Context: an optimization exercise on an open-source flow, tuned for small area and a short achievable clock period. The choices shown serve that exercise and are no tape-out recipe. Where RTL was checked, it was by simulation tests only, not by an equivalence proof against the original. Function not checked in runs 3 to 6: the RTL went through the layout flow alone. Power figures rest on the tool's default switching activity, not on a simulated workload.

**config.mk**
```make
export PLATFORM = sky130hd
export DESIGN_NAME = eth_readout
export DESIGN_NICKNAME = eth_readout
export VERILOG_FILES = /design/flow/design.v
export SDC_FILE = /design/flow/constraint.sdc
export NUM_CORES = 4
export LEC_CHECK = 0
export CAP_MARGIN = 20
export CORE_MARGIN = 2
export CORE_UTILIZATION = 55
export SETUP_SLACK_MARGIN = 1.0
export SLEW_MARGIN = 20
export SYNTH_HIERARCHICAL = 1
export SYNTH_MINIMUM_KEEP_SIZE = 0
```
**constraint.sdc**
```tcl
create_clock -name core_clock -period 3.0 [get_ports {RCLK}]
set_input_delay 0.6000 -clock core_clock [delete_from_list [all_inputs] [get_ports {RCLK}]]
set_output_delay 0.6000 -clock core_clock [all_outputs]
set_load 0.01 [all_outputs]
```
**design.v**
```verilog
package readout_pkg;
	localparam logic [1:0] IDLE = 2'd0;
	localparam logic [1:0] SEND = 2'd1;
	localparam logic [1:0] DONE = 2'd2;
	localparam logic [15:0] MARKER_WORD = 16'h700C;
	localparam logic [15:0] CLOSE_WORD = 16'h7FFF;
	localparam logic [3:0] STATUS_NIBBLE = 4'h7;
	localparam int HDR_WORDS = 2;  
	localparam int TRL_WORDS = 4;  
	function automatic logic [14:0] crc15_d13(input logic [12:0] d, input logic [14:0] c);
		logic [14:0] n;
		integer i;
		n[0] = d[0] ^ c[2];
		for (i = 1; i <= 12; i = i + 1) begin
			n[i] = d[i-1] ^ d[i] ^ c[i+1] ^ c[i+2];
		end
		n[13] = d[12] ^ c[14] ^ c[0];
		n[14] = c[1];
		crc15_d13 = n;
	endfunction
endpackage
`timescale 1ns/10ps
module sync_fifo #(
	parameter int WIDTH = 13,
	parameter int DEPTH = 32,
	parameter int NHI = DEPTH / 8 + 1
)(
	input  logic                  RCLK,
	input  logic                  phase_i,   
	input  logic                  do_wr_i,
	input  logic [WIDTH-1:0]      din_i,
	input  logic                  do_rd_i,
	input  logic [7:0]            cnt_lo_i,  
	input  logic [NHI-1:0]        cnt_hi_i,  
	output logic [WIDTH-1:0]      dout_o     
);
	logic [DEPTH-1:0][WIDTH-1:0] mem;
	logic [DEPTH:0] at;        
	logic [DEPTH-1:0] ld;      
	logic [DEPTH-1:0] sh;      
	logic [DEPTH-1:0] hd;      
	logic [WIDTH-1:0] din_x;
	logic wr_rd, wr_nrd, rd_nwr, nrd_nwr;
	always_comb begin
		for (int i = 0; i <= DEPTH; i++) at[i] = cnt_lo_i[i % 8] && cnt_hi_i[i / 8];
	end
	assign wr_rd = do_wr_i && do_rd_i;
	assign wr_nrd = do_wr_i && !do_rd_i;
	assign rd_nwr = do_rd_i && !do_wr_i;
	assign nrd_nwr = !do_rd_i && !do_wr_i;
	for (genvar i = 0; i < DEPTH; i++) begin : g_ctl
		sync_fifo_ctl ctl (
			.wr_rd_i(wr_rd), .wr_nrd_i(wr_nrd), .rd_nwr_i(rd_nwr), .nrd_nwr_i(nrd_nwr),
			.at_i(at[i]), .at_next_i(at[i+1]),
			.ld_o(ld[i]), .sh_o(sh[i]), .hd_o(hd[i])
		);
	end
	assign din_x = din_i ^ {WIDTH{phase_i}};
	logic [DEPTH-1:0][WIDTH-1:0] mem_d;
	for (genvar i = 0; i < DEPTH; i++) begin : g_row
		sync_fifo_row #(.WIDTH(WIDTH)) row (
			.ld_i(ld[i]), .sh_i(sh[i]), .hd_i(hd[i]),
			.din_i(din_x), .next_i(mem[(i + 1) % DEPTH]), .self_i(mem[i]),
			.d_o(mem_d[i])
		);
	end
	always_ff @(posedge RCLK) begin
		mem <= mem_d;
	end
	assign dout_o = mem[0] ^ {WIDTH{phase_i}};
endmodule
module sync_fifo_row #(
	parameter int WIDTH = 13
)(
	input  logic             ld_i,
	input  logic             sh_i,
	input  logic             hd_i,
	input  logic [WIDTH-1:0] din_i,
	input  logic [WIDTH-1:0] next_i,
	input  logic [WIDTH-1:0] self_i,
	output logic [WIDTH-1:0] d_o
);
	assign d_o = ~(({WIDTH{ld_i}} & din_i) | ({WIDTH{sh_i}} & next_i) | ({WIDTH{hd_i}} & self_i));
endmodule
module sync_fifo_ctl (
	input  logic wr_rd_i,     
	input  logic wr_nrd_i,    
	input  logic rd_nwr_i,    
	input  logic nrd_nwr_i,   
	input  logic at_i,        
	input  logic at_next_i,   
	output logic ld_o,
	output logic sh_o,
	output logic hd_o
);
	assign ld_o = (wr_rd_i && at_next_i) || (wr_nrd_i && at_i);
	assign sh_o = rd_nwr_i || (wr_rd_i && !at_next_i);
	assign hd_o = nrd_nwr_i || (wr_nrd_i && !at_i);
endmodule
`timescale 1ns/10ps
`timescale 1ns/10ps
`timescale 1ns/10ps
module eth_readout (
	input  logic                  RCLK,
	input  logic                  RST_RESYNC,
	input  logic                  smp_wr_en_i,
	input  logic [11:0]           smp_data_i,
	input  logic                  smp_ovlp_i,
	input  logic                  l1a_wr_en_i,
	input  logic [23:0]           l1a_num_i,
	input  logic                  warn_i,
	input  logic                  txack_i,
	output logic [15:0]           txd_o,
	output logic                  txd_valid_o,
	output logic                  evt_buf_amt_o,
	output logic                  evt_buf_afl_o
);
	logic phase;
	always_ff @(posedge RCLK) begin
		phase <= ~phase;
	end
	logic send;         
	logic done;         
	logic [3:0] slot;
	logic rd_phase;     
	logic adv;
	logic smp_rd;
	assign adv = send && txack_i;
	assign smp_rd = rd_phase && txack_i;
	logic [7:0] smp_lo;
	logic [4:0] smp_hi;
	logic smp_full;
	logic smp_do_wr;
	logic smp_inc;
	logic smp_dec;
	logic [12:0] smp_head;
	logic amt_n;        
	assign evt_buf_amt_o = ~amt_n;
	assign smp_full = smp_hi[4];
	assign smp_do_wr = smp_wr_en_i && (!smp_full || smp_rd);
	assign smp_inc = smp_do_wr && !smp_rd;
	assign smp_dec = smp_rd && !smp_do_wr;
	always_ff @(posedge RCLK or posedge RST_RESYNC) begin
		if (RST_RESYNC) begin
			smp_lo <= 8'b0000_0001;
			smp_hi <= 5'b0_0001;
			amt_n <= 1'b0;
			evt_buf_afl_o <= 1'b0;
		end else begin
			if (smp_inc) begin
				smp_lo <= {smp_lo[6:0], smp_lo[7]};
				if (smp_lo[7]) smp_hi <= {smp_hi[3:0], 1'b0};
			end else if (smp_dec) begin
				smp_lo <= {smp_lo[0], smp_lo[7:1]};
				if (smp_lo[0]) smp_hi <= {1'b0, smp_hi[4:1]};
			end
			amt_n <= !smp_hi[0] || (smp_inc ? (|smp_lo[7:4]) : smp_dec ? (|smp_lo[7:6]) : (|smp_lo[7:5]));
			evt_buf_afl_o <= smp_hi[4] || (smp_hi[3] && (smp_inc ? (|smp_lo[7:3]) : smp_dec ? (|smp_lo[7:5]) : (|smp_lo[7:4])));
		end
	end
	sync_fifo #(.WIDTH(13), .DEPTH(32)) smp_fifo (
		.RCLK(RCLK), .phase_i(phase),
		.do_wr_i(smp_do_wr), .din_i({smp_ovlp_i, smp_data_i}),
		.do_rd_i(smp_rd), .cnt_lo_i(smp_lo), .cnt_hi_i(smp_hi), .dout_o(smp_head)
	);
	logic [7:0] l1a_lo;
	logic [2:0] l1a_hi;
	logic [4:0] l1a_count;
	logic l1a_do_wr;
	logic l1a_inc;
	logic l1a_dec;
	logic [24:0] l1a_head;
	assign l1a_do_wr = l1a_wr_en_i && (!l1a_hi[2] || done);
	assign l1a_inc = l1a_do_wr && !done;
	assign l1a_dec = done && !l1a_do_wr;
	always_ff @(posedge RCLK or posedge RST_RESYNC) begin
		if (RST_RESYNC) begin
			l1a_lo <= 8'b0000_0001;
			l1a_hi <= 3'b001;
		end else begin
			if (l1a_inc) begin
				l1a_lo <= {l1a_lo[6:0], l1a_lo[7]};
				if (l1a_lo[7]) l1a_hi <= {l1a_hi[1:0], 1'b0};
			end else if (l1a_dec) begin
				l1a_lo <= {l1a_lo[0], l1a_lo[7:1]};
				if (l1a_lo[0]) l1a_hi <= {1'b0, l1a_hi[2:1]};
			end
		end
	end
	assign l1a_count = {l1a_hi[2], l1a_hi[1],
		l1a_lo[4] | l1a_lo[5] | l1a_lo[6] | l1a_lo[7],
		l1a_lo[2] | l1a_lo[3] | l1a_lo[6] | l1a_lo[7],
		l1a_lo[1] | l1a_lo[3] | l1a_lo[5] | l1a_lo[7]};
	sync_fifo #(.WIDTH(25), .DEPTH(16)) l1a_fifo (
		.RCLK(RCLK), .phase_i(phase),
		.do_wr_i(l1a_do_wr), .din_i({warn_i, l1a_num_i}),
		.do_rd_i(done), .cnt_lo_i(l1a_lo), .cnt_hi_i(l1a_hi), .dout_o(l1a_head)
	);
	always_ff @(posedge RCLK or posedge RST_RESYNC) begin
		if (RST_RESYNC) begin
			send <= 1'b0;
			done <= 1'b0;
			slot <= '0;
			rd_phase <= 1'b0;
		end else begin
			done <= adv && (slot == 4'd13);
			if (send) begin
				if (adv && slot == 4'd13) send <= 1'b0;
			end else if (!done) begin
				send <= !(l1a_lo[0] && l1a_hi[0]) && !smp_hi[0];
			end
			if (!send) slot <= '0;
			else if (txack_i) slot <= slot + 4'd1;
			rd_phase <= send && (txack_i ? (slot >= 4'd1 && slot <= 4'd8) : (slot >= 4'd2 && slot <= 4'd9));
		end
	end
	logic [12:0] word1;  
	logic [3:0] slot1;
	logic [14:0] crc;
	logic valid1;
	always_ff @(posedge RCLK) begin
		if (adv) begin
			slot1 <= slot;
			if (slot == 4'd0) word1 <= {1'b0, l1a_head[23:12]};
			else if (slot == 4'd1) word1 <= {1'b0, l1a_head[11:0]};
			else word1 <= {~smp_head[12], smp_head[11:0]};
			if (slot == 4'd0) crc <= '0;
			else crc <= readout_pkg::crc15_d13({1'b0, word1[11:0]}, crc);
		end
	end
	always_ff @(posedge RCLK) begin
		case (slot1)
			4'd10: txd_o <= {1'b0, crc};
			4'd11: txd_o <= readout_pkg::MARKER_WORD;
			4'd12: txd_o <= {readout_pkg::STATUS_NIBBLE, l1a_head[5:0], l1a_count, l1a_head[24]};
			4'd13: txd_o <= readout_pkg::CLOSE_WORD;
			default: txd_o <= {1'b0, word1[12], 2'b00, word1[11:0]};
		endcase
	end
	always_ff @(posedge RCLK or posedge RST_RESYNC) begin
		if (RST_RESYNC) begin
			valid1 <= 1'b0;
			txd_valid_o <= 1'b0;
		end else begin
			if (txack_i) valid1 <= adv;
			txd_valid_o <= txack_i && valid1;
		end
	end
endmodule
```
**flow/run.sh**
```bash
#!/bin/bash
# Standard ORFS layout (the standard.sh, standard synthesis) with a few
# ORFS variables changed:
#  - port buffers are buf_4 cells, and sizing may change a cell's footprint,
#  - CTS without dummy loads and with larger sink clusters.
# Each step's full output is in synth.log / layout.log here and in orfs/logs.
set -euo pipefail
bash standard.sh synth > synth.log 2>&1
bash standard.sh MATCH_CELL_FOOTPRINT=0 \
  "BUFFER_PORTS_ARGS=-buffer_cell sky130_fd_sc_hd__buf_4" \
  "CTS_ARGS=-sink_clustering_enable -repair_clock_nets -dont_use_dummy_load -sink_clustering_size 24 -sink_clustering_max_diameter 80" \
  finish > layout.log 2>&1
```
**standard.sh**
```bash
#!/bin/bash
# synth_recipe.tcl (not shown) runs the flow's synth.tcl, then flattens the netlist and writes it again
# the make line also repeats each setting of config.mk as NAME=value (left out here)
make -C /OpenROAD-flow-scripts/flow DESIGN_CONFIG=/design/flow/config.mk WORK_HOME=/design/flow/orfs CLKGATE_MAP_FILE= SYNTH_SCRIPT=/design/flow/synth_recipe.tcl "${@:-finish}"
```
==> out/metrics.cfg, run 1 <==
[cts]
cts_num_sinks = 899
clkLatencyLatePin_ns = 0.61
cts.path.max_buffers = 3
cts_buffers = 44
cts-root-buf = clkbuf_16
clk_pin_slew_ns = 0.08
cts_tree = done
cts.htree.levels = 2

[job]
max-cap-violations = 0

[global_route]
grt.overflow.total = 0
grtUsageMet1 = 0.365
grt_pass1_vias = 24100
antenna_found_initial = 0
gr-usage-met2 = 0.499
grt-busiest-layer = met2
grt_max_degree = 65
grt_use_met3 = 0.0400
grt_first_pass_wirelength_um = 145000
grt_usage = 0.291

[placement]
post_dp_cell_area_mm2 = 0.0338
place_inst = 3290
port_buffers = 60
place_congestion = 0.852
hpwl_um = 60300

[detailed_routing]
num_vias = 25500
drc = 0
wl_per_cell_um = 29.1
ant_nets = 0
routed_via_density = 7.61
drt_iter0_drc = 5830
firstDrtPassIters = 12
wl_um = 97600

[pwr]
power.share.combinational = 0.246
p_total_mw = 38.7
p_int_mw = 25.8
switching_share = 0.334
ir_drop_uv = 506
p_clk_frac = 0.162
power_switching_mw = 12.9
seqPwrFrac = 0.592
powerDensity_mw_per_mm2 = 1090
total_leakage_power_nw = 14.4

[synthesis]
yosys-top-cells-area = dfxtp_1 50%, a222oi_1 24%, buf_6 5.5%
synth_edf_count = 32
synth_cell_type_count = 56
syn_nets = 2676
async_flop_share = 0.0389
synth_area_mm2 = 0.0336
synth_top_area_cell = dfxtp_1
synth.avg_cell_area_um2 = 12.8
ys_seq_area_frac = 0.551
ys_warn_count = 9
synthFlopType = dfxtp_1
syn_inst = 2626
synth-seq-cells = 899
synthDominantCellAreaShare = 0.496

[sta]
tns_ns = 0
clock_skew_ns = 0.0352
rsz0062_at_grt = yes
period_share = 0.656
fmaxAchievable_ghz = 0.508
period_minus_slack_ns = 1.97
worst_pin_slew_ns = 0.799
hold_violations = 0
report.final.slew_viol_count = 0
relSlewSlack = 0.467
setup_violations = 0
holdWs_ns = 0.339

[critical_path]
end_kind = flip-flop
start_kind = flip-flop
required_ns = 3.44
critPathSlowestCell = xor2_4
path_buf_inv = 1
worstPathCellList = buf_12, xor2_4, a222oi_1
critPathKind = reg2reg
cp.arrival_ns = 2.41
crit_family = XOR/XNOR gates
path_max_fanout = 21
max_stage_delay_ns = 0.68

[final_layout]
drive_gt1_frac = 0.149
fill_cells = 4824
antennaDiodeCount = 0
fin_cells = 3351
syn_to_final_growth_pct = 5.83
fin_area_mm2 = 0.0356
final_net_count = 2621

[floorplanning]
rows = 90
die_x_um = 251
start_util = 0.557
die-area_mm2 = 0.0631
core_mm2 = 0.0604
die_h_um = 251
ios = 62

[min_path]
hp-class = in2reg

[run_status]
status = timing/DRC/antenna clean

-- per-module statistics from Yosys (local to each module, per instance), excerpt --
module | copies in the design | cells inside | cell area [µm²] | flip-flops and latches
sync_fifo_ctl | 48 | 5 | 31.3 | 0
eth_readout | 1 | 371 | 4230 | 83
-- metrics by stage --
step | setup WS (ns) | util
3_5_place_dp | 0.526 | 0.561
2_1_floorplan | 0.564 | -
3_3_place_gp | 0.569 | 0.560
5_1_grt | 0.972 | 0.589
6_report | 1.03 | 0.589
4_1_cts | 0.972 | 0.582
-- power by group through the flow --
stage,clock network [mW],logic [mW],registers (mW)
2_1_floorplan,0,8.05,21.0
3_3_place_gp,0,8.77,23.0
3_5_place_dp,0,9.28,22.9
4_1_cts,6.41,9.31,22.8
5_1_grt,6.82,10.5,23.4
6_report,6.28,9.52,22.9
-- sequential cells by signal, indices dropped and copies added, names as in the netlist, 5 cells and up --
name,flops
smp_fifo.mem,416
l1a_fifo.mem,400
crc,15
txd_o,15
word1,13
l1a_lo,8
smp_lo,8
smp_hi,5
-- final cells by class --
| cell class | instances | area [µm²] | share of cell area |
|---|---|---|---|
| clock buffers | 44 | 1100 | 0.0310 |
| well taps | 782 | 978 | 0.0275 |
| inverters | 113 | 424 | 0.0119 |
| repair buffers | 167 | 1440 | 0.0404 |
| flip-flops and latches | 899 | 18500 | 0.521 |
| multi-input cells | 1346 | 13100 | 0.369 |
-- layout by cell type, fill, tap and decap left out, types with 4 or more instances in the layout --
| cell | n |
|---|---|
| nand3_1 | 4 |
| a222oi_1 | 816 |
| a22o_2 | 16 |
| dfrtp_1 | 28 |
| buf_6 | 10 |
| a21o_2 | 43 |
| edfxtp_1 | 32 |
| a22o_4 | 18 |
| clkbuf_16 | 46 |
| dfxtp_1 | 831 |
| a21o_1 | 54 |
| buf_12 | 8 |
| ha_1 | 7 |
| o21ai_0 | 14 |
| xor2_2 | 10 |
| and2_4 | 4 |
| nand2b_1 | 5 |
| nor2_1 | 19 |
| nand2_1 | 36 |
| buf_4 | 145 |
| nor2b_1 | 11 |
| xnor2_1 | 25 |
| inv_1 | 111 |
| a22o_1 | 17 |
| o21ai_1 | 14 |
| o21ai_2 | 10 |
| o22ai_2 | 8 |
| xor2_1 | 42 |
| mux2i_1 | 34 |
| xor2_4 | 27 |
| a2bb2oi_2 | 9 |
| and2_1 | 53 |
-- cells in the mapped netlist (all sizes together) (6+ instances only) --
library cell  count
dfxtp           832
a222oi          816
buf             265
inv             113
a21o             98
xor2             79
and2             57
a22o             49
nand2            38
o21ai            38
mux2i            35
edfxtp           32
dfrtp            31
xnor2            25
nor2             22
nor2b            15
a2bb2oi           9
o22ai             9
ha                7
clkbuf            6
-- metal layers --
metal	wire length (µm)	part of all wire
met1	37500	0.38
met2	48800	0.50
met3	7030	0.072
met4	4300	0.044
met5	0	0
-- logic make-up after synthesis --
family,share of synthesized area
compound gates,0.297
xor+xnor,0.0271
fa+ha+maj,0.00261
buf+inv,0.0865
flops,0.551
mux,0.0115
other cells,0.000112
simple gates,0.0245
-- worst paths after layout --
| check | slack (ns) | to | cells after the start | from |
|---|---|---|---|---|
| setup / recovery | 1.03 | l1a_fifo.mem[123] | 3 | phase |
| hold / removal | 0.34 | valid1 | 2 | txack_i |
| setup reg to reg | 1.03 | l1a_fifo.mem[123] | 3 | phase |
| hold reg to reg | 0.44 | l1a_fifo.mem[174] | 1 | l1a_fifo.mem[174] |
| max in group asynchronous | 1.66 | l1a_lo[0] | 4 | RST_RESYNC |
| min in group asynchronous | 0.57 | smp_lo[4] | 3 | RST_RESYNC |
-- timing repair --
item | 4_1_cts | 5_1_grt
pin swaps | 0 | 26
setup endpoints to repair | 630 | 734
hold endpoints to repair | 4 | 0
resized for setup | 45 | 82
buffers inserted | 4 | 6
hold buffers | 1 | 0
cloned | 1 | 5
==> run 2: changes to the inputs <==
--- a/design.v
+++ b/design.v
@@ -25,3 +25,4 @@
 	parameter int DEPTH = 32,
-	parameter int NHI = DEPTH / 8 + 1
+	parameter int NHI = DEPTH / 8 + 1,
+	parameter bit RD2 = 1'b1                
 )(
@@ -29,5 +30,6 @@
 	input  logic                  phase_i,   
-	input  logic                  do_wr_i,
+	input  logic                  wr_en_i,   
 	input  logic [WIDTH-1:0]      din_i,
-	input  logic                  do_rd_i,
+	input  logic                  rd_a_i,
+	input  logic                  rd_b_i,
 	input  logic [7:0]            cnt_lo_i,  
@@ -36,21 +38,13 @@
 );
+	localparam int NGRP = DEPTH / 8;
+	localparam int NSPLIT = (WIDTH > 16) ? 2 : 1;
+	localparam int W0 = (WIDTH + NSPLIT - 1) / NSPLIT;
 	logic [DEPTH-1:0][WIDTH-1:0] mem;
-	logic [DEPTH:0] at;        
-	logic [DEPTH-1:0] ld;      
-	logic [DEPTH-1:0] sh;      
-	logic [DEPTH-1:0] hd;      
+	logic [DEPTH-1:0][WIDTH-1:0] mem_d;
 	logic [WIDTH-1:0] din_x;
-	logic wr_rd, wr_nrd, rd_nwr, nrd_nwr;
-	always_comb begin
-		for (int i = 0; i <= DEPTH; i++) at[i] = cnt_lo_i[i % 8] && cnt_hi_i[i / 8];
-	end
-	assign wr_rd = do_wr_i && do_rd_i;
-	assign wr_nrd = do_wr_i && !do_rd_i;
-	assign rd_nwr = do_rd_i && !do_wr_i;
-	assign nrd_nwr = !do_rd_i && !do_wr_i;
-	for (genvar i = 0; i < DEPTH; i++) begin : g_ctl
-		sync_fifo_ctl ctl (
-			.wr_rd_i(wr_rd), .wr_nrd_i(wr_nrd), .rd_nwr_i(rd_nwr), .nrd_nwr_i(nrd_nwr),
-			.at_i(at[i]), .at_next_i(at[i+1]),
-			.ld_o(ld[i]), .sh_o(sh[i]), .hd_o(hd[i])
+	logic [NGRP-1:0] wr_rd, wr_nrd, rd_nwr, nrd_nwr;
+	for (genvar g = 0; g < NGRP; g++) begin : g_grp
+		sync_fifo_glob #(.RD2(RD2)) glob (
+			.wr_i(wr_en_i), .rd_a_i(rd_a_i), .rd_b_i(rd_b_i),
+			.wr_rd_o(wr_rd[g]), .wr_nrd_o(wr_nrd[g]), .rd_nwr_o(rd_nwr[g]), .nrd_nwr_o(nrd_nwr[g])
 		);
@@ -58,9 +52,20 @@
 	assign din_x = din_i ^ {WIDTH{phase_i}};
-	logic [DEPTH-1:0][WIDTH-1:0] mem_d;
 	for (genvar i = 0; i < DEPTH; i++) begin : g_row
-		sync_fifo_row #(.WIDTH(WIDTH)) row (
-			.ld_i(ld[i]), .sh_i(sh[i]), .hd_i(hd[i]),
-			.din_i(din_x), .next_i(mem[(i + 1) % DEPTH]), .self_i(mem[i]),
-			.d_o(mem_d[i])
-		);
+		for (genvar p = 0; p < NSPLIT; p++) begin : g_part
+			localparam int LO = p * W0;
+			localparam int HI = (p == NSPLIT - 1) ? WIDTH - 1 : LO + W0 - 1;
+			logic ld, sh, hd;
+			sync_fifo_ctl ctl (
+				.wr_rd_i(wr_rd[i / 8]), .wr_nrd_i(wr_nrd[i / 8]),
+				.rd_nwr_i(rd_nwr[i / 8]), .nrd_nwr_i(nrd_nwr[i / 8]),
+				.lo_i(cnt_lo_i[i % 8]), .hi_i(cnt_hi_i[i / 8]),
+				.lo_next_i(cnt_lo_i[(i + 1) % 8]), .hi_next_i(cnt_hi_i[(i + 1) / 8]),
+				.ld_o(ld), .sh_o(sh), .hd_o(hd)
+			);
+			sync_fifo_row #(.WIDTH(HI - LO + 1)) row (
+				.ld_i(ld), .sh_i(sh), .hd_i(hd),
+				.din_i(din_x[HI:LO]), .next_i(mem[(i + 1) % DEPTH][HI:LO]), .self_i(mem[i][HI:LO]),
+				.d_o(mem_d[i][HI:LO])
+			);
+		end
 	end
@@ -70,2 +75,20 @@
 	assign dout_o = mem[0] ^ {WIDTH{phase_i}};
+endmodule
+module sync_fifo_glob #(
+	parameter bit RD2 = 1'b1
+)(
+	input  logic wr_i,
+	input  logic rd_a_i,
+	input  logic rd_b_i,
+	output logic wr_rd_o,
+	output logic wr_nrd_o,
+	output logic rd_nwr_o,
+	output logic nrd_nwr_o
+);
+	logic rd;
+	assign rd = RD2 ? (rd_a_i && rd_b_i) : rd_a_i;
+	assign wr_rd_o = wr_i && rd;
+	assign wr_nrd_o = wr_i && !rd;
+	assign rd_nwr_o = !wr_i && rd;
+	assign nrd_nwr_o = !wr_i && !rd;
 endmodule
@@ -89,4 +112,6 @@
 	input  logic nrd_nwr_i,   
-	input  logic at_i,        
-	input  logic at_next_i,   
+	input  logic lo_i,        
+	input  logic hi_i,        
+	input  logic lo_next_i,   
+	input  logic hi_next_i,
 	output logic ld_o,
@@ -95,5 +120,8 @@
 );
-	assign ld_o = (wr_rd_i && at_next_i) || (wr_nrd_i && at_i);
-	assign sh_o = rd_nwr_i || (wr_rd_i && !at_next_i);
-	assign hd_o = nrd_nwr_i || (wr_nrd_i && !at_i);
+	logic at, at_next;
+	assign at = lo_i && hi_i;
+	assign at_next = lo_next_i && hi_next_i;
+	assign ld_o = (wr_rd_i && at_next) || (wr_nrd_i && at);
+	assign sh_o = rd_nwr_i || (wr_rd_i && !at_next);
+	assign hd_o = nrd_nwr_i || (wr_nrd_i && !at);
 endmodule
@@ -160,6 +188,6 @@
 	end
-	sync_fifo #(.WIDTH(13), .DEPTH(32)) smp_fifo (
+	sync_fifo #(.WIDTH(13), .DEPTH(32), .RD2(1'b1)) smp_fifo (
 		.RCLK(RCLK), .phase_i(phase),
-		.do_wr_i(smp_do_wr), .din_i({smp_ovlp_i, smp_data_i}),
-		.do_rd_i(smp_rd), .cnt_lo_i(smp_lo), .cnt_hi_i(smp_hi), .dout_o(smp_head)
+		.wr_en_i(smp_wr_en_i), .din_i({smp_ovlp_i, smp_data_i}),
+		.rd_a_i(rd_phase), .rd_b_i(txack_i), .cnt_lo_i(smp_lo), .cnt_hi_i(smp_hi), .dout_o(smp_head)
 	);
@@ -193,6 +221,6 @@
 		l1a_lo[1] | l1a_lo[3] | l1a_lo[5] | l1a_lo[7]};
-	sync_fifo #(.WIDTH(25), .DEPTH(16)) l1a_fifo (
+	sync_fifo #(.WIDTH(25), .DEPTH(16), .RD2(1'b0)) l1a_fifo (
 		.RCLK(RCLK), .phase_i(phase),
-		.do_wr_i(l1a_do_wr), .din_i({warn_i, l1a_num_i}),
-		.do_rd_i(done), .cnt_lo_i(l1a_lo), .cnt_hi_i(l1a_hi), .dout_o(l1a_head)
+		.wr_en_i(l1a_wr_en_i), .din_i({warn_i, l1a_num_i}),
+		.rd_a_i(done), .rd_b_i(1'b1), .cnt_lo_i(l1a_lo), .cnt_hi_i(l1a_hi), .dout_o(l1a_head)
 	);
--- a/config.mk
+++ b/config.mk
@@ -10,3 +10,3 @@
 export CORE_UTILIZATION = 55
-export SETUP_SLACK_MARGIN = 1.0
+export SETUP_SLACK_MARGIN = 1.2
 export SLEW_MARGIN = 20
==> out/metrics.cfg, run 2 <==
[run_status]
status = timing/DRC/antenna clean

[global_route]
antenna_found_initial = 0
gr-usage-met2 = 0.479
grt.overflow.total = 0
grt_usage = 0.292
grt_use_met3 = 0.0376
grt_max_degree = 41
grt_pass1_vias = 25200
grt_first_pass_wirelength_um = 149000
grt-busiest-layer = met2
grtUsageMet1 = 0.404

[final_layout]
largest-register = smp_fifo.mem
fin_area_mm2 = 0.0362
drive_gt1_frac = 0.161
layout_commonest_cell = dfxtp_1
layout_common_cells = 830 x dfxtp_1, 816 x a222oi_1, 164 x nand2_1
syn_to_final_growth_pct = 7.54
final_core_util = 0.599
final_net_count = 2783
top_regs = smp_fifo.mem x416, l1a_fifo.mem x400
antennaDiodeCount = 0
largest_reg_flops = 416

[critical_path]
end_kind = output port
start_kind = flip-flop
reg2reg_slack_ns = 1.21
worstPathCellList = buf_6
critPathLaunch = txd_valid_o
max_stage_delay_ns = 0.45
critPathSlowestCell = dfrtp_1
reg2reg_depth = 4
r2r-end = l1a_fifo.mem[48]
crit_cells = 1
cp.arrival_ns = 1.21
required_ns = 2.40
endpoint = txd_valid_o
r2r_start = done
path_max_fanout = 1
path_buf_inv = 1
crit_family = flip-flops
critPathKind = reg2out

[detailed_routing]
drt_iter0_drc = 5812
wl_per_cell_um = 27.9
wl_um = 98200
ant_nets = 0
routed_via_density = 7.68
num_vias = 27000
firstDrtPassIters = 11
drc = 0

[sta]
clock_skew_ns = 0.0337
period_share = 0.604
fmaxAchievable_ghz = 0.552
hold_violations = 0
setup_violations = 0
worst_pin_slew_ns = 0.571
rsz0062_at_grt = yes
report.final.slew_viol_count = 0
tns_ns = 0
relSlewSlack = 0.620
period_minus_slack_ns = 1.81

[cts]
cts_tree = done
cts_buffers = 44
holdBufCountCts = 0
clkLatencyLatePin_ns = 0.62
cts_num_sinks = 899
cts.htree.levels = 2
clk_pin_slew_ns = 0.10
cts.path.max_buffers = 3
cts-root-buf = clkbuf_16

[floorplanning]
start_util = 0.557
rows = 90
ios = 62
die_h_um = 251
core_mm2 = 0.0604
die-area_mm2 = 0.0631
die_x_um = 251

[synthesis]
syn_inst = 2752
synth_area_mm2 = 0.0336
syn_nets = 2802
synth.avg_cell_area_um2 = 12.2
ys_warn_count = 9

[pwr]
total_leakage_power_nw = 14.7
ir_drop_uv = 605
powerDensity_mw_per_mm2 = 994
p_total_mw = 36.0

[job]
max-cap-violations = 0

[placement]
post_dp_cell_area_mm2 = 0.0338
port_buffers = 60
hpwl_um = 59600
place_congestion = 0.826

[min_path]
hp-class = in2async

[run 2: cell count changes in the layout (fill, tap and decap cells not counted), moves of 18 or more]
cell	previous run	this run
dfrtp_2	3	21
nand3_1	4	130
a21o_4	1	31
a22o_4	18	0
inv_1	111	15
dfrtp_1	28	8
buf_4	145	117
and2_1	53	4
nand2_2	1	56
nand2_1	36	164
xor2_1	42	66
[run 2: tightest hold or removal path, delay by kind of cell]
family	cells	cell delay (ns)
buf+inv	3	0.56
[run 2: worst min-delay path by stage]
stage	to	depth (start not counted)	from	slack, ns
after floorplan	phase	1	phase	0.39
after global placement	l1a_fifo.mem[329]	1	l1a_fifo.mem[329]	0.43
after detailed placement	l1a_fifo.mem[271]	1	l1a_fifo.mem[271]	0.43
after CTS	evt_buf_afl_o	3	RST_RESYNC	0.1
after global routing	evt_buf_afl_o	3	RST_RESYNC	0.15
final	smp_lo[2]	3	RST_RESYNC	0.11
[run 2: routing by layer]
metal	part of all wire	wire length, µm
met1	0.41	40600
met2	0.48	46800
met3	0.085	8310
met4	0.025	2420
met5	0	0
[run 2: layout make-up]
| type | instances | area, µm² |
|---|---|---|
| timing repair buffer | 151 | 1420 |
| tap | 782 | 978 |
| fill | 4900 | 24200 |
| multi-input combinational | 1618 | 14000 |
| sequential | 899 | 18600 |
| inverter | 18 | 71.3 |
| clock buffer | 44 | 1100 |
| timing repair inverter | 1 | 7.51 |
[run 2: repair_timing]
| action | in CTS | in global routing |
|---|---|---|
| setup endpoints to repair | 865 | 844 |
| pin swaps | 8 | 36 |
| gates cloned | 3 | 4 |
| setup buffers | 24 | 7 |
| resized for setup | 122 | 170 |
[run 2: report_power, final]
group          switching [mW]  total, mW  internal, mW
sequential               3.80       21.3          17.5
combinational            4.19       8.35          4.16
clock                    3.65       6.28          2.63
total                    11.6       36.0          24.3
[run 2: per-stage QoR]
step | setup WS, ns | hold slack (ns) | instances
after floorplan | 0.760 | 0.390 | 2752
after global placement | 0.475 | 0.427 | 3431
after detailed placement | 0.428 | 0.430 | 3431
after CTS | 1.12 | 0.0961 | 3502
after global routing | 1.17 | 0.154 | 3513
final | 1.19 | 0.113 | 3513
==> run 3: changes to the inputs <==
--- a/design.v
+++ b/design.v
@@ -245,3 +245,3 @@
 	logic [12:0] word1;  
-	logic [3:0] slot1;
+	logic [4:0] kind1;   
 	logic [14:0] crc;
@@ -250,3 +250,3 @@
 		if (adv) begin
-			slot1 <= slot;
+			kind1 <= {slot == 4'd13, slot == 4'd12, slot == 4'd11, slot == 4'd10, slot <= 4'd9};
 			if (slot == 4'd0) word1 <= {1'b0, l1a_head[23:12]};
@@ -259,9 +259,7 @@
 	always_ff @(posedge RCLK) begin
-		case (slot1)
-			4'd10: txd_o <= {1'b0, crc};
-			4'd11: txd_o <= readout_pkg::MARKER_WORD;
-			4'd12: txd_o <= {readout_pkg::STATUS_NIBBLE, l1a_head[5:0], l1a_count, l1a_head[24]};
-			4'd13: txd_o <= readout_pkg::CLOSE_WORD;
-			default: txd_o <= {1'b0, word1[12], 2'b00, word1[11:0]};
-		endcase
+		txd_o <= ({16{kind1[0]}} & {1'b0, word1[12], 2'b00, word1[11:0]}) |
+		         ({16{kind1[1]}} & {1'b0, crc}) |
+		         ({16{kind1[2]}} & readout_pkg::MARKER_WORD) |
+		         ({16{kind1[3]}} & {readout_pkg::STATUS_NIBBLE, l1a_head[5:0], l1a_count, l1a_head[24]}) |
+		         ({16{kind1[4]}} & readout_pkg::CLOSE_WORD);
 	end
--- a/config.mk
+++ b/config.mk
@@ -10,3 +10,3 @@
 export CORE_UTILIZATION = 55
-export SETUP_SLACK_MARGIN = 1.2
+export SETUP_SLACK_MARGIN = 1.3
 export SLEW_MARGIN = 20
==> out/metrics.cfg, run 3 <==
[run_status]
status = timing/DRC/antenna clean

[placement]
pre_cts_slack_ns = 0.445
hpwl_um = 59300
place_inst = 3419
port_buffers = 60
place_congestion = 0.836

[detailed_routing]
drc = 0
ant_nets = 0
wl_per_cell_um = 33.6
drt_iter0_drc = 8219
num_vias = 30300
wl_um = 126000
routed_via_density = 8.07
firstDrtPassIters = 14

[floorplanning]
die_h_um = 251
start_util = 0.556
die-area_mm2 = 0.0632
die_x_um = 251
ios = 62
rows = 90
core_mm2 = 0.0605

[critical_path]
cp.arrival_ns = 2.38
critPathKind = reg2reg
path_max_fanout = 7
end_kind = flip-flop
start_kind = flip-flop
required_ns = 3.49

[final_layout]
syn_to_final_growth_pct = 23.6
final_net_count = 3023
largest-register = smp_fifo.mem
drive_gt1_frac = 0.295
antennaDiodeCount = 0
fin_cells = 3752
layout_commonest_cell = dfxtp_1
largest_reg_flops = 416
top_regs = smp_fifo.mem x416, l1a_fifo.mem x400
layout_common_cells = 831 x dfxtp_1, 816 x a222oi_1, 156 x a21o_4

[job]
max-cap-violations = 0

[synthesis]
synth_area_mm2 = 0.0336
synth.avg_cell_area_um2 = 12.2
syn_nets = 2804
ys_warn_count = 9
syn_inst = 2753

[min_path]
hp-class = in2async

[sta]
tns_ns = 0
worst_pin_slew_ns = 0.902
report.final.slew_viol_count = 0
setup_violations = 0
worst_slack_ns = 1.10
fmaxAchievable_ghz = 0.527
hold_violations = 0
period_share = 0.633
relSlewSlack = 0.398
period_minus_slack_ns = 1.90
clock_skew_ns = 0.0549
rsz0062_at_grt = yes

[cts]
cts-root-buf = clkbuf_16
clkLatencyLatePin_ns = 0.64
cts_num_sinks = 900
cts.htree.levels = 2
cts_buffers = 44
cts.path.max_buffers = 3
clk_pin_slew_ns = 0.10
holdBufCountCts = 0
cts_tree = done

[pwr]
total_leakage_power_nw = 16.6
powerDensity_mw_per_mm2 = 907
ir_drop_uv = 646

[global_route]
antenna_found_initial = 0
grt.overflow.total = 0
grt_max_degree = 39
grt_usage = 0.345
grt_first_pass_wirelength_um = 171000
grt_pass1_vias = 27600

run 3: cell count changes in the layout (fill, tap and decap cells not counted), sizes merged, moves of 11 or more:
cell,change
o21ai,-14
a21o,+59
clkbuf,+20
and3,+11
nor2,+12
a21oi,+21
nand2,+67
buf,+74
run 3: final timing paths:
kind,start,to,slack (ns),cells after the start
min in group core_clock,smp_fifo.mem[271],smp_fifo.mem[258],0.42,1
max in group asynchronous,RST_RESYNC,l1a_lo[1],2.47,3
worst min register to register,smp_fifo.mem[271],smp_fifo.mem[258],0.42,1
worst max-delay path,rd_phase,smp_fifo.mem[77],1.10,5
worst max register to register,rd_phase,smp_fifo.mem[77],1.10,5
worst min-delay path,RST_RESYNC,l1a_lo[3],0.08,3
run 3: critical path, cell delays in order, from the launching register on:
cell      delay, ns
dfrtp_4        0.55
buf_4          0.20
and3_4         0.24
nand3_4        0.15
nand2_4        0.11
a222oi_1       0.49
run 3: power breakdown:
part	total, mW	switching [mW]	internal, mW
Combinational	9.84	4.93	4.90
Sequential	21.5	3.97	17.5
Clock	6.40	3.77	2.63
Total	37.7	12.7	25.0
run 3: through the flow:
step           total power, mW  utilization  area [µm²]  hold slack [ns]
6_report                  37.7        0.688       41600           0.0812
5_1_grt                   39.1        0.688       41600            0.145
3_3_place_gp              28.4        0.558       33700            0.427
3_5_place_dp              28.8        0.558       33700            0.430
4_1_cts                   36.5        0.640       38700           0.0972
2_1_floorplan             26.1            -       34000            0.390
run 3: final cells by class:
type,count,area (µm²)
fill,4233,18900
sequential,900,18600
multi-input combinational,1765,17900
timing repair buffer,245,2860
clock buffer,44,1100
tap,782,978
inverter,15,60.1
timing repair inverter,1,7.51
run 3: routing by layer:
metal,track usage,up-vias,wire length [µm]
met5,0,-,0
met4,0.160,0,6650
met3,0.0525,400,13800
met2,0.557,2318,58900
met1,0.456,15000,46600
li1,-,12600,-
run 3: what timing repair did:
item | 4_1_cts | 5_1_grt
endpoints found under the setup margin | 913 | 849
cloned | 83 | 91
resized for setup | 551 | 323
buffers inserted | 69 | 46
pin swaps | 254 | 397
==> run 4: changes to the inputs <==
--- a/config.mk
+++ b/config.mk
@@ -10,3 +10,3 @@
 export CORE_UTILIZATION = 55
-export SETUP_SLACK_MARGIN = 1.3
+export SETUP_SLACK_MARGIN = 1.2
 export SLEW_MARGIN = 20
==> out/metrics.cfg, run 4 <==
[final_layout]
fin_cells = 3510
layout_common_cells = 831 x dfxtp_1, 816 x a222oi_1, 173 x nand2_1
fin_area_mm2 = 0.0363
final_net_count = 2781
largest_reg_flops = 416
largest-register = smp_fifo.mem
antennaDiodeCount = 0
top_regs = smp_fifo.mem x416, l1a_fifo.mem x400
layout_commonest_cell = dfxtp_1
drive_gt1_frac = 0.169
syn_to_final_growth_pct = 7.82

[detailed_routing]
wl_um = 97000
highest_layer = met4
routed_via_density = 7.62
num_vias = 26700
drt_iter0_drc = 6263
drc = 0
met3_length_um = 8260
wl_met1_um = 39700
ant_nets = 0
firstDrtPassIters = 14
wl_per_cell_um = 27.6
wl_met2_um = 46800

[sta]
period_minus_slack_ns = 1.82
setup_violations = 0
period_share = 0.605
report.final.slew_viol_count = 0
tns_ns = 0
rsz0062_at_grt = yes
fmaxAchievable_ghz = 0.551
clock_skew_ns = 0.0445
worst_pin_slew_ns = 0.622
hold_violations = 0
relSlewSlack = 0.585

[cts]
clkLatencyLatePin_ns = 0.62
cts_num_sinks = 900
cts.htree.levels = 2
cts.path.max_buffers = 3
cts_tree = done
cts_buffers = 45
clk_pin_slew_ns = 0.10
cts-root-buf = clkbuf_16

[synthesis]
ys_warn_count = 9
syn_nets = 2804
synth_area_mm2 = 0.0336
synth.avg_cell_area_um2 = 12.2
syn_inst = 2753

[critical_path]
critPathKind = reg2reg
cp.arrival_ns = 2.25
reg2reg_slack_ns = 1.18
path_max_fanout = 16
r2r-end = l1a_fifo.mem[373]
end_kind = flip-flop
r2r_start = done
start_kind = flip-flop
reg2reg_depth = 4
required_ns = 3.43

[floorplanning]
ios = 62
die_h_um = 251
die_x_um = 251
rows = 90
start_util = 0.556
core_mm2 = 0.0605
die-area_mm2 = 0.0632

[global_route]
grt.overflow.total = 0
grt_first_pass_wirelength_um = 146000
antenna_found_initial = 0
grt_pass1_vias = 25100
grt_usage = 0.286
grt_max_degree = 51

[pwr]
p_total_mw = 35.9
total_leakage_power_nw = 14.7
powerDensity_mw_per_mm2 = 989
ir_drop_uv = 641

[placement]
place_congestion = 0.830
post_dp_cell_area_mm2 = 0.0338
place_inst = 3425
hpwl_um = 58000
port_buffers = 60

[job]
max-cap-violations = 0

[run_status]
status = timing/DRC/antenna clean

[min_path]
hp-class = in2async

[run 4: worst max path at each step]
| stage | startpoint | to |
|---|---|---|
| 3_3_place_gp | txack_i | smp_hi[3] |
| 3_5_place_dp | txack_i | smp_hi[3] |
| 5_1_grt | slot[1] | word1[2] |
| 2_1_floorplan | phase | smp_fifo.mem[100] |
| 6_report | done | l1a_fifo.mem[373] |
| 4_1_cts | rd_phase | smp_fifo.mem[291] |
[run 4: power by group]
group / total (mW) / switching (mW) / internal, mW / leakage (nW)
Clock: 6.35 / 3.67 / 2.68 / 0.555
Combinational: 8.23 / 4.09 / 4.14 / 6.39
Sequential: 21.3 / 3.78 / 17.5 / 7.74
[run 4: timing repair]
| action | 4_1_cts | 5_1_grt |
|---|---|---|
| resized for setup | 142 | 174 |
| setup endpoints to repair | 852 | 790 |
| hold buffers | 0 | 0 |
| pin swaps | 4 | 43 |
| setup buffers | 12 | 18 |
| cloned | 4 | 6 |
[run 4: final cells by class]
class,count,area [µm²]
Tap cell,782,978
Sequential cell,900,18600
Clock buffer,45,1130
Multi-Input combinational cell,1622,14200
Timing Repair inverter,1,7.51
Fill cell,4874,24200
Inverter,15,62.6
Timing Repair Buffer,145,1340
[run 4: per-stage QoR]
step | setup slack [ns] | util | hold slack (ns)
final | 1.18 | 0.600 | 0.122
after global routing | 1.15 | 0.600 | 0.169
after CTS | 1.18 | 0.586 | 0.115
after detailed placement | 0.423 | 0.558 | 0.431
after global placement | 0.486 | 0.558 | 0.427
after floorplan | 0.760 | - | 0.390
[run 4: critical path, cell delays in order, from the launching register on]
cell      delay [ns]
dfrtp_2         0.44
buf_12          0.14
and2b_4         0.46
a21o_1          0.43
a222oi_1        0.16
[run 4: per-layer routing]
metal	track usage	up-vias
met5	0	-
met4	0.0983	0
met3	0.0350	143
met2	0.469	1371
met1	0.393	13400
li1	-	11900
==> run 5: changes to the inputs <==
--- a/design.v
+++ b/design.v
@@ -38,3 +38,3 @@
 );
-	localparam int NGRP = DEPTH / 8;
+	localparam int NGRP = DEPTH / 4;
 	localparam int NSPLIT = (WIDTH > 16) ? 2 : 1;
@@ -58,4 +58,4 @@
 			sync_fifo_ctl ctl (
-				.wr_rd_i(wr_rd[i / 8]), .wr_nrd_i(wr_nrd[i / 8]),
-				.rd_nwr_i(rd_nwr[i / 8]), .nrd_nwr_i(nrd_nwr[i / 8]),
+				.wr_rd_i(wr_rd[i / 4]), .wr_nrd_i(wr_nrd[i / 4]),
+				.rd_nwr_i(rd_nwr[i / 4]), .nrd_nwr_i(nrd_nwr[i / 4]),
 				.lo_i(cnt_lo_i[i % 8]), .hi_i(cnt_hi_i[i / 8]),
@@ -160,3 +160,2 @@
 	logic smp_full;
-	logic smp_do_wr;
 	logic smp_inc;
@@ -167,5 +166,4 @@
 	assign smp_full = smp_hi[4];
-	assign smp_do_wr = smp_wr_en_i && (!smp_full || smp_rd);
-	assign smp_inc = smp_do_wr && !smp_rd;
-	assign smp_dec = smp_rd && !smp_do_wr;
+	assign smp_inc = smp_wr_en_i && !smp_full && !smp_rd;
+	assign smp_dec = smp_rd && !smp_wr_en_i;
 	always_ff @(posedge RCLK or posedge RST_RESYNC) begin
@@ -196,3 +194,2 @@
 	logic [4:0] l1a_count;
-	logic l1a_do_wr;
 	logic l1a_inc;
@@ -200,5 +197,4 @@
 	logic [24:0] l1a_head;
-	assign l1a_do_wr = l1a_wr_en_i && (!l1a_hi[2] || done);
-	assign l1a_inc = l1a_do_wr && !done;
-	assign l1a_dec = done && !l1a_do_wr;
+	assign l1a_inc = l1a_wr_en_i && !l1a_hi[2] && !done;
+	assign l1a_dec = done && !l1a_wr_en_i;
 	always_ff @(posedge RCLK or posedge RST_RESYNC) begin
==> out/metrics.cfg, run 5 <==
[run_status]
status = timing/DRC/antenna clean

[cts]
clkLatencyLatePin_ns = 0.64
cts.path.max_buffers = 3
cts-root-buf = clkbuf_16
holdBufCountCts = 0
clk_pin_slew_ns = 0.10
cts_num_sinks = 900
cts_tree = done
cts_buffers = 44
cts.htree.levels = 2

[final_layout]
syn_to_final_growth_pct = 7.80
drive_gt1_frac = 0.180
fin_cells = 3531
layout_commonest_cell = dfxtp_1
layout_common_cells = 831 x dfxtp_1, 816 x a222oi_1, 152 x nand2_1
top_regs = smp_fifo.mem x416, l1a_fifo.mem x400
final_net_count = 2798
final_core_util = 0.602
antennaDiodeCount = 0
largest_reg_flops = 416
fill_cells = 4831
largest-register = smp_fifo.mem

[synthesis]
synth.avg_cell_area_um2 = 12.2
synth_area_mm2 = 0.0339
ys_warn_count = 9
syn_nets = 2825
syn_inst = 2778

[sta]
report.final.slew_viol_count = 0
relSlewSlack = 0.434
worst_pin_slew_ns = 0.848
setup_violations = 0
tns_ns = 0
period_share = 0.614
period_minus_slack_ns = 1.84
rsz0062_at_grt = yes
hold_violations = 0
clock_skew_ns = 0.0580
fmaxAchievable_ghz = 0.543

[detailed_routing]
wl_um = 101000
wl_met1_um = 40400
firstDrtPassIters = 14
ant_nets = 0
num_vias = 27300
wl_per_cell_um = 28.6
highest_layer = met5
met3_length_um = 8910
drt_iter0_drc = 6463
drc = 0
wl_met2_um = 48700
routed_via_density = 7.73

[global_route]
grt_first_pass_wirelength_um = 149000
grt.overflow.total = 0
grt_usage = 0.294
grt_max_degree = 56
antenna_found_initial = 1
grt_pass1_vias = 25500

[floorplanning]
die-area_mm2 = 0.0636
die_x_um = 252
die_h_um = 252
ios = 62
start_util = 0.559
rows = 90
core_mm2 = 0.0606

[critical_path]
required_ns = 2.40
worstPathCellList = buf_6
critPathKind = reg2out
crit_family = flip-flops
cp.arrival_ns = 1.24
path_buf_inv = 1
start_kind = flip-flop
path_max_fanout = 1
end_kind = output port
max_stage_delay_ns = 0.46
critPathSlowestCell = dfrtp_1

[job]
max-cap-violations = 0

[pwr]
total_leakage_power_nw = 14.9
ir_drop_uv = 502
powerDensity_mw_per_mm2 = 999

[placement]
place_inst = 3447
place_congestion = 0.851
hpwl_um = 59900
port_buffers = 60

[min_path]
hp-class = in2async

==> run 5: cell count changes in the layout (fill, tap and decap cells not counted), sizes merged, moves of 5 or more <==
cell	change
and3b	+7
nand2b	+5
nor2	+5
a31oi	+5
nand2	-19
mux2i	-7
a21oi	+6
a21boi	+5
o211ai	+8
nand3	+7
==> run 5: cell type report <==
type                    count  area [µm²]  share of cell area
well taps                 782         978              0.0268
clock buffers              44        1100              0.0302
inverters                  14        56.3             0.00154
repair buffers            140        1250              0.0342
flip-flops and latches    900       18600               0.509
multi-input cells        1651       14500               0.398
==> run 5: power breakdown <==
group | switching [mW] | leakage, nW | internal, mW
Sequential | 4.15 | 7.74 | 17.5
Clock | 3.67 | 0.542 | 2.63
Combinational | 4.39 | 6.58 | 4.17
==> run 5: worst register-to-register path: stages, from the launching register on <==
cell      delay, ns
dfrtp_4        0.52
buf_6          0.18
and3b_1        0.29
a21o_4         0.28
a222oi_1       0.38
==> run 5: path summary, 6_finish.rpt <==
path,from,end,slack [ns],cells after the start
setup / recovery,txd_valid_o,txd_valid_o,1.16,1
hold / removal,RST_RESYNC,evt_buf_afl_o,0.13,3
setup reg to reg,rd_phase,smp_fifo.mem[345],1.22,4
hold reg to reg,smp_fifo.mem[128],smp_fifo.mem[115],0.42,1
max in group asynchronous,RST_RESYNC,l1a_lo[7],2.40,3
min in group core_clock,smp_fifo.mem[128],smp_fifo.mem[115],0.42,1
==> run 5: metrics by stage <==
step / setup WS [ns] / power, mW / instance area (µm²) / hold slack (ns)
after global routing: 1.14 / 38.1 / 36500 / 0.183
after CTS: 1.10 / 35.9 / 35500 / 0.111
after global placement: 0.682 / 28.9 / 33900 / 0.427
after floorplan: 1.28 / 26.5 / 34100 / 0.390
after detailed placement: 0.626 / 29.3 / 33900 / 0.430
final: 1.16 / 36.5 / 36500 / 0.130
==> run 5: what timing repair did <==
item | 4_1_cts | 5_1_grt
pin swaps | 7 | 61
cloned | 5 | 9
setup buffers | 14 | 11
resized for setup | 145 | 217
endpoints found under the setup margin | 838 | 735
==> run 5: per-layer routing <==
layer / up-vias / global-route usage
met5: - / 0
met4: 2 / 0.100
met3: 158 / 0.0373
met2: 1492 / 0.487
met1: 13700 / 0.400
li1: 12000 / -
==> run 6: changes to the inputs <==
--- a/flow/run.sh
+++ b/flow/run.sh
@@ -10,3 +10,3 @@
   "BUFFER_PORTS_ARGS=-buffer_cell sky130_fd_sc_hd__buf_4" \
-  "CTS_ARGS=-sink_clustering_enable -repair_clock_nets -dont_use_dummy_load -sink_clustering_size 24 -sink_clustering_max_diameter 80" \
+  "CTS_ARGS=-sink_clustering_enable -repair_clock_nets -dont_use_dummy_load -sink_clustering_size 16 -sink_clustering_max_diameter 60 -buf_list sky130_fd_sc_hd__clkbuf_8 -root_buf sky130_fd_sc_hd__clkbuf_16" \
   finish > layout.log 2>&1
==> out/metrics.cfg, run 6 <==
[synthesis]
syn_inst = 2778
ys_warn_count = 9
syn_nets = 2825
synth_area_mm2 = 0.0339
synth.avg_cell_area_um2 = 12.2

[job]
max-cap-violations = 0

[final_layout]
antennaDiodeCount = 0
largest_reg_flops = 416
layout_commonest_cell = dfxtp_1
syn_to_final_growth_pct = 8.05
final_net_count = 2829
fill_cells = 4847
fin_area_mm2 = 0.0366
top_regs = smp_fifo.mem x416, l1a_fifo.mem x400
layout_common_cells = 831 x dfxtp_1, 816 x a222oi_1, 152 x nand2_1
final_core_util = 0.604
largest-register = smp_fifo.mem
drive_gt1_frac = 0.190
fin_cells = 3562

[placement]
hpwl_um = 59900
place_inst = 3447
port_buffers = 60
place_congestion = 0.851
post_dp_cell_area_mm2 = 0.0339

[global_route]
grt_max_degree = 56
grt_usage = 0.298
antenna_found_initial = 0
grt.overflow.total = 0
grt_pass1_vias = 25600
grt_first_pass_wirelength_um = 150000

[cts]
clk_pin_slew_ns = 0.12
cts_buffers = 69
holdBufCountCts = 0
clkLatencyLatePin_ns = 0.62
cts.path.max_buffers = 3
cts_num_sinks = 900
cts_tree = done
cts-root-buf = clkbuf_16
cts.htree.levels = 3

[sta]
report.final.slew_viol_count = 0
setup_violations = 0
period_share = 0.640
relSlewSlack = 0.195
clock_skew_ns = 0.0565
rsz0062_at_grt = yes
tns_ns = 0
hold_violations = 0
period_minus_slack_ns = 1.92
worst_pin_slew_ns = 1.21
fmaxAchievable_ghz = 0.521

[critical_path]
r2r_start = phase
critPathKind = reg2reg
worstPathCellList = xor2_4, a222oi_1
critPathSlowestCell = xor2_4
crit_cells = 2
critPathLaunch = phase
cp.arrival_ns = 2.32
reg2reg_slack_ns = 1.08
max_stage_delay_ns = 0.93
endpoint = smp_fifo.mem[362]
crit_family = XOR/XNOR gates
path_buf_inv = 0
r2r-end = smp_fifo.mem[362]
path_max_fanout = 32
reg2reg_depth = 2
start_kind = flip-flop
required_ns = 3.40
end_kind = flip-flop

[pwr]
p_int_mw = 24.1
p_clk_frac = 0.167
power_switching_mw = 12.4
p_total_mw = 36.5
power.share.combinational = 0.242
total_leakage_power_nw = 14.9
switching_share = 0.339
ir_drop_uv = 571
seqPwrFrac = 0.591
powerDensity_mw_per_mm2 = 999

[floorplanning]
start_util = 0.559
rows = 90
ios = 62
core_mm2 = 0.0606
die_x_um = 252
die_h_um = 252
die-area_mm2 = 0.0636

[detailed_routing]
routed_via_density = 7.73
firstDrtPassIters = 12
num_vias = 27500
wl_um = 102000
drc = 0
ant_nets = 0
drt_iter0_drc = 6321
wl_per_cell_um = 28.6

[run_status]
status = timing/DRC/antenna clean

[min_path]
hp-class = in2async

run 6: worst min-delay path by stage:
stage | start | end | slack (ns) | cells after the start
2_1_floorplan | phase | phase | 0.39 | 1
3_3_place_gp | smp_fifo.mem[286] | smp_fifo.mem[286] | 0.43 | 1
3_5_place_dp | smp_fifo.mem[39] | smp_fifo.mem[39] | 0.43 | 1
4_1_cts | RST_RESYNC | evt_buf_afl_o | 0.13 | 3
5_1_grt | RST_RESYNC | evt_buf_afl_o | 0.19 | 3
6_report | RST_RESYNC | evt_buf_afl_o | 0.14 | 3
run 6: power by group through the flow:
stage / clock [mW] / sequential [mW] / combinational [mW]
final: 6.12 / 21.6 / 8.84
after CTS: 6.26 / 21.4 / 8.16
after floorplan: 0 / 19.9 / 6.64
after global placement: 0 / 21.7 / 7.26
after detailed placement: 0 / 21.6 / 7.67
after global routing: 6.67 / 21.9 / 9.60
run 6: worst reg2reg max path, cell delays in order (launching register included):
cell	delay, ns
dfxtp_4	0.45
xor2_4	0.93
a222oi_1	0.34
run 6: area by class of cell:
cell class / instances / area, µm² / area share
well taps: 782 / 978 / 0.0267
repair buffers: 147 / 1330 / 0.0364
multi-input cells: 1650 / 14600 / 0.399
clock buffers: 69 / 1050 / 0.0287
inverters: 14 / 56.3 / 0.00154
flip-flops and latches: 900 / 18600 / 0.508
run 6: repair_timing:
action	4_1_cts	5_1_grt
setup buffers	16	15
endpoints found under the setup margin	837	771
resized for setup	159	222
pin swaps	6	98
gates cloned	5	9
run 6: metrics by stage:
stage	hold WS [ns]	worst slack, ns
floorplan	0.390	1.28
global placement	0.427	0.682
detailed placement	0.430	0.626
CTS	0.133	1.10
global route	0.189	1.11
finish	0.142	1.08
run 6: metal layers:
layer,up-vias,routed length (µm),global-route usage
met4,0,2540,0.105
met1,13800,41400,0.399
li1,12100,-,-
met5,-,0,0
met3,163,8650,0.0406
met2,1512,49300,0.495
==> run 7: changes to the inputs <==
--- a/design.v
+++ b/design.v
@@ -38,3 +38,3 @@
 );
-	localparam int NGRP = DEPTH / 4;
+	localparam int NGRP = DEPTH / 8;
 	localparam int NSPLIT = (WIDTH > 16) ? 2 : 1;
@@ -58,4 +58,4 @@
 			sync_fifo_ctl ctl (
-				.wr_rd_i(wr_rd[i / 4]), .wr_nrd_i(wr_nrd[i / 4]),
-				.rd_nwr_i(rd_nwr[i / 4]), .nrd_nwr_i(nrd_nwr[i / 4]),
+				.wr_rd_i(wr_rd[i / 8]), .wr_nrd_i(wr_nrd[i / 8]),
+				.rd_nwr_i(rd_nwr[i / 8]), .nrd_nwr_i(nrd_nwr[i / 8]),
 				.lo_i(cnt_lo_i[i % 8]), .hi_i(cnt_hi_i[i / 8]),
--- a/flow/run.sh
+++ b/flow/run.sh
@@ -10,3 +10,3 @@
   "BUFFER_PORTS_ARGS=-buffer_cell sky130_fd_sc_hd__buf_4" \
-  "CTS_ARGS=-sink_clustering_enable -repair_clock_nets -dont_use_dummy_load -sink_clustering_size 16 -sink_clustering_max_diameter 60 -buf_list sky130_fd_sc_hd__clkbuf_8 -root_buf sky130_fd_sc_hd__clkbuf_16" \
+  "CTS_ARGS=-sink_clustering_enable -repair_clock_nets -dont_use_dummy_load -sink_clustering_size 24 -sink_clustering_max_diameter 80" \
   finish > layout.log 2>&1
--- a/config.mk
+++ b/config.mk
@@ -10,3 +10,3 @@
 export CORE_UTILIZATION = 55
-export SETUP_SLACK_MARGIN = 1.2
+export SETUP_SLACK_MARGIN = 1.1
 export SLEW_MARGIN = 20
==> out/metrics.cfg, run 7 <==
[cts]
clkLatencyLatePin_ns = 0.61
cts_tree = done
cts.htree.levels = 2
cts-root-buf = clkbuf_16
clk_pin_slew_ns = 0.09
cts.path.max_buffers = 3
cts_buffers = 44
cts_num_sinks = 900

[critical_path]
r2r-end = smp_fifo.mem[89]
path_buf_inv = 0
endpoint = smp_fifo.mem[89]
crit_cells = 3
max_stage_delay_ns = 0.63
reg2reg_slack_ns = 1.15
critPathKind = reg2reg
crit_family = compound AO/OA/AOI/OAI gates
cp.arrival_ns = 2.31
worstPathCellList = a21boi_4, a21o_1, a222oi_1
critPathLaunch = rd_phase
end_kind = flip-flop
start_kind = flip-flop
r2r_start = rd_phase
critPathSlowestCell = dfrtp_4
reg2reg_depth = 3
required_ns = 3.46
path_max_fanout = 21

[job]
max-cap-violations = 0

[sta]
worst_slack_ns = 1.15
report.final.slew_viol_count = 0
fmaxAchievable_ghz = 0.541
hold_violations = 0
period_share = 0.616
rsz0062_at_grt = yes
tns_ns = 0
worst_pin_slew_ns = 0.603
clock_skew_ns = 0.0255
period_minus_slack_ns = 1.85
setup_violations = 0
relSlewSlack = 0.598

[placement]
post_dp_cell_area_mm2 = 0.0338
pre_cts_slack_ns = 0.604
hpwl_um = 59100
port_buffers = 60
place_inst = 3433
place_congestion = 0.845

[final_layout]
final_core_util = 0.586
drive_gt1_frac = 0.134
top_regs = smp_fifo.mem x416, l1a_fifo.mem x400
final_net_count = 2756
largest_reg_flops = 416
fin_cells = 3489
antennaDiodeCount = 0
fill_cells = 4950
fin_area_mm2 = 0.0355
layout_commonest_cell = dfxtp_1
largest-register = smp_fifo.mem
layout_common_cells = 831 x dfxtp_1, 816 x a222oi_1, 159 x nand2_1
syn_to_final_growth_pct = 5.27

[pwr]
power_switching_mw = 11.8
ir_drop_uv = 527
switching_share = 0.330
seqPwrFrac = 0.603
p_clk_frac = 0.174
power.share.combinational = 0.223
total_leakage_power_nw = 14.7
p_int_mw = 24.0
powerDensity_mw_per_mm2 = 1010

[min_path]
hp-class = in2async

[floorplanning]
die-area_mm2 = 0.0632
rows = 90
ios = 62
core_mm2 = 0.0605
die_x_um = 251
die_h_um = 251
start_util = 0.557

[detailed_routing]
wl_per_cell_um = 27.3
firstDrtPassIters = 15
drc = 0
drt_iter0_drc = 5945
num_vias = 26500
wl_um = 95400
routed_via_density = 7.58
ant_nets = 0

[run_status]
status = timing/DRC/antenna clean

[global_route]
grt_max_degree = 38
grt_pass1_vias = 25000
grt.overflow.total = 0
grt_first_pass_wirelength_um = 146000
antenna_found_initial = 0
grt_usage = 0.286

[synthesis]
syn_nets = 2801
synth_area_mm2 = 0.0337
ys_warn_count = 9
synth.avg_cell_area_um2 = 12.2
syn_inst = 2754

==> run 7: metrics by stage <==
step | power, mW | hold WS, ns
floorplan | 26.5 | 0.390
global placement | 28.9 | 0.427
detailed placement | 29.2 | 0.430
CTS | 35.6 | 0.102
global route | 37.6 | 0.158
finish | 35.8 | 0.119
==> run 7: how the worst min path moves through the flow <==
stage | from | end | slack [ns] | depth (start not counted)
5_1_grt | RST_RESYNC | txd_valid_o | 0.16 | 3
6_report | RST_RESYNC | l1a_lo[6] | 0.12 | 3
3_5_place_dp | l1a_fifo.mem[251] | l1a_fifo.mem[251] | 0.43 | 1
2_1_floorplan | phase | phase | 0.39 | 1
4_1_cts | RST_RESYNC | evt_buf_afl_o | 0.10 | 3
3_3_place_gp | l1a_fifo.mem[310] | l1a_fifo.mem[310] | 0.43 | 1
==> run 7: final cells by class <==
class                      instances  area (µm²)  area share
clock buffer                      44        1100      0.0311
inverter                          14        52.6     0.00148
multi-input combinational       1619       13600       0.384
sequential                       900       18600       0.524
tap                              782         978      0.0276
timing repair buffer             130        1130      0.0319
==> run 7: power by group through the flow <==
| stage | Sequential [mW] | Clock [mW] | Combinational, mW |
|---|---|---|---|
| final | 21.6 | 6.24 | 7.98 |
| after global routing | 22.0 | 6.83 | 8.79 |
| after CTS | 21.4 | 6.42 | 7.76 |
| after detailed placement | 21.6 | 0 | 7.67 |
| after global placement | 21.6 | 0 | 7.29 |
| after floorplan | 19.9 | 0 | 6.61 |
==> run 7: what timing repair did <==
item / 4_1_cts / 5_1_grt
setup buffers: 2 / 4
cloned: 3 / 3
endpoints found under the setup margin: 766 / 772
pin swaps: 1 / 10
hold buffers: 0 / 0
gates resized for setup: 62 / 99
==> run 7: worst min-delay path: cells and delay by family <==
kind / cells / cell delay [ns]
buf+inv: 3 / 0.58
==> run 7: metal layers <==
| metal | share of wire | track usage |
|---|---|---|
| met5 | 0 | 0 |
| met4 | 0.024 | 0.102 |
| met3 | 0.081 | 0.0336 |
| met2 | 0.48 | 0.471 |
| met1 | 0.42 | 0.389 |
==> run 8: changes to the inputs <==
--- a/config.mk
+++ b/config.mk
@@ -10,3 +10,3 @@
 export CORE_UTILIZATION = 55
-export SETUP_SLACK_MARGIN = 1.1
+export SETUP_SLACK_MARGIN = 1.15
 export SLEW_MARGIN = 20
==> out/metrics.cfg, run 8 <==
[critical_path]
max_stage_delay_ns = 0.51
path_max_fanout = 13
r2r_start = rd_phase
crit_family = compound AO/OA/AOI/OAI gates
worstPathCellList = buf_6, a21oi_2, a21o_1, a222oi_1
critPathLaunch = rd_phase
required_ns = 3.45
end_kind = flip-flop
path_buf_inv = 1
critPathKind = reg2reg
cp.arrival_ns = 2.30
critPathSlowestCell = dfrtp_4
start_kind = flip-flop

[sta]
clock_skew_ns = 0.0389
worst_slack_ns = 1.16
worst_pin_slew_ns = 0.822
period_minus_slack_ns = 1.84
setup_violations = 0
period_share = 0.615
fmaxAchievable_ghz = 0.542
relSlewSlack = 0.449
report.final.slew_viol_count = 0
rsz0062_at_grt = yes
hold_violations = 0
tns_ns = 0

[global_route]
grt_usage = 0.284
grtUsageMet1 = 0.384
gr-usage-met2 = 0.472
grt_pass1_vias = 25200
grt_max_degree = 54
grt-busiest-layer = met2
grt.overflow.total = 0
grt_use_met3 = 0.0343
grt_first_pass_wirelength_um = 145000
antenna_found_initial = 0

[final_layout]
largest_reg_flops = 416
largest-register = smp_fifo.mem
top_regs = smp_fifo.mem x416, l1a_fifo.mem x400
drive_gt1_frac = 0.138
final_net_count = 2767
fin_area_mm2 = 0.0356
layout_commonest_cell = dfxtp_1
final_core_util = 0.589
layout_common_cells = 831 x dfxtp_1, 816 x a222oi_1, 160 x nand2_1
fill_cells = 4873
syn_to_final_growth_pct = 5.82

[placement]
place_congestion = 0.832
hpwl_um = 59300
port_buffers = 60
pre_cts_slack_ns = 0.599
post_dp_cell_area_mm2 = 0.0338

[min_path]
hp-class = in2async

[cts]
cts_buffers = 44
cts.path.max_buffers = 3
cts_tree = done
clkLatencyLatePin_ns = 0.61
clk_pin_slew_ns = 0.09
cts.htree.levels = 2
cts-root-buf = clkbuf_16
cts_num_sinks = 900

[floorplanning]
core_mm2 = 0.0605
start_util = 0.557
die_x_um = 251
ios = 62
die_h_um = 251
rows = 90
die-area_mm2 = 0.0632

[detailed_routing]
drt_iter0_drc = 5705
routed_via_density = 7.58
ant_nets = 0
num_vias = 26500
wl_per_cell_um = 27.3
firstDrtPassIters = 12
wl_um = 95700
drc = 0

[synthesis]
synth.avg_cell_area_um2 = 12.2
syn_inst = 2754
synth_area_mm2 = 0.0337
ys_warn_count = 9
syn_nets = 2801

[pwr]
total_leakage_power_nw = 14.7
ir_drop_uv = 602
p_total_mw = 36.0
powerDensity_mw_per_mm2 = 1010

[job]
max-cap-violations = 0

[run_status]
status = timing/DRC/antenna clean

## run 8: repair_timing
item | 4_1_cts | 5_1_grt
gates cloned | 3 | 3
buffers inserted | 4 | 11
hold buffers | 0 | 0
gates resized for setup | 106 | 72
setup endpoints to repair | 794 | 749
hold endpoints to repair | 0 | 0
pin swaps | 4 | 12
## run 8: final cells by class
cell class              instances  area [µm²]  area share
repair buffers                141        1250      0.0352
well taps                     782         978      0.0275
multi-input cells            1619       13700       0.383
clock buffers                  44        1100      0.0309
diodes                          2        5.00    0.000140
inverters                      14        56.3     0.00158
flip-flops and latches        900       18600       0.521
## run 8: path summary, 6_finish.rpt
check                                    end  slack [ns]  cells after the start
max                        smp_fifo.mem[336]        1.16                      4
min                                  slot[3]        0.05                      2
max reg2reg                smp_fifo.mem[336]        1.16                      4
min reg2reg                l1a_fifo.mem[361]        0.43                      1
max in group asynchronous          smp_hi[0]        2.22                      3
min in group core_clock            l1a_lo[2]        0.39                      3
## run 8: power breakdown
group / switching [mW] / total (mW) / internal [mW] / leakage [nW]
Clock: 3.63 / 6.26 / 2.63 / 0.542
Sequential: 4.08 / 21.5 / 17.5 / 7.74
Combinational: 4.20 / 8.24 / 4.04 / 6.46
## run 8: layer usage
layer  wire length, µm  part of all wire
met5                 0                 0
met4              2530             0.026
met1             39000              0.41
met3              7990             0.083
met2             46200              0.48
## run 8: metrics by stage
stage / hold WS [ns] / instances
floorplan: 0.390 / 2754
global placement: 0.426 / 3435
detailed placement: 0.431 / 3435
CTS: 0.0362 / 3486
global route: 0.0692 / 3500
finish: 0.0454 / 3502

[what the ideal ports hide]
The results above use ideal ports. As a check the final layouts listed here were re-extracted and re-timed, cells and wires unchanged.
Step 1 (the two cells are an assumption about what drives the block):
set clk [get_ports {RCLK}]
set_driving_cell -lib_cell sky130_fd_sc_hd__clkbuf_16 $clk
set_driving_cell -lib_cell sky130_fd_sc_hd__buf_2 [delete_from_list [all_inputs] $clk]
Step 2, shift: input delay + t, output delay - t, t = (earliest + latest rising clock arrival at the registers) / 2. This alone moves slack from input paths to output paths.
Three values: ideal, step 1, step 2; two values: the first two.
run	t (ns)	slack for setup (ns)	pins driven straight from the clock port
run 1	0.651	1.031 / 1.031 / 0.619	1
run 2	0.665	1.189 / 1.124 / 0.688	1
run 3	0.682	1.101 / 1.101 / 0.470	1
run 4	0.656	1.184 / 1.153 / 0.685	1
run 5	0.674	1.158 / 1.092 / 0.704	1
run 6	0.655	1.081 / 1.081 / 0.744	1
run 7	0.667	1.152 / 1.099 / 0.792	1
run 8	0.655	1.155 / 1.111 / 0.806	1
After both steps setup and hold are still met in every run listed. The setup slack of run 3, which loses most, moves by 0.000 ns with the drivers and by -0.631 ns with both steps.
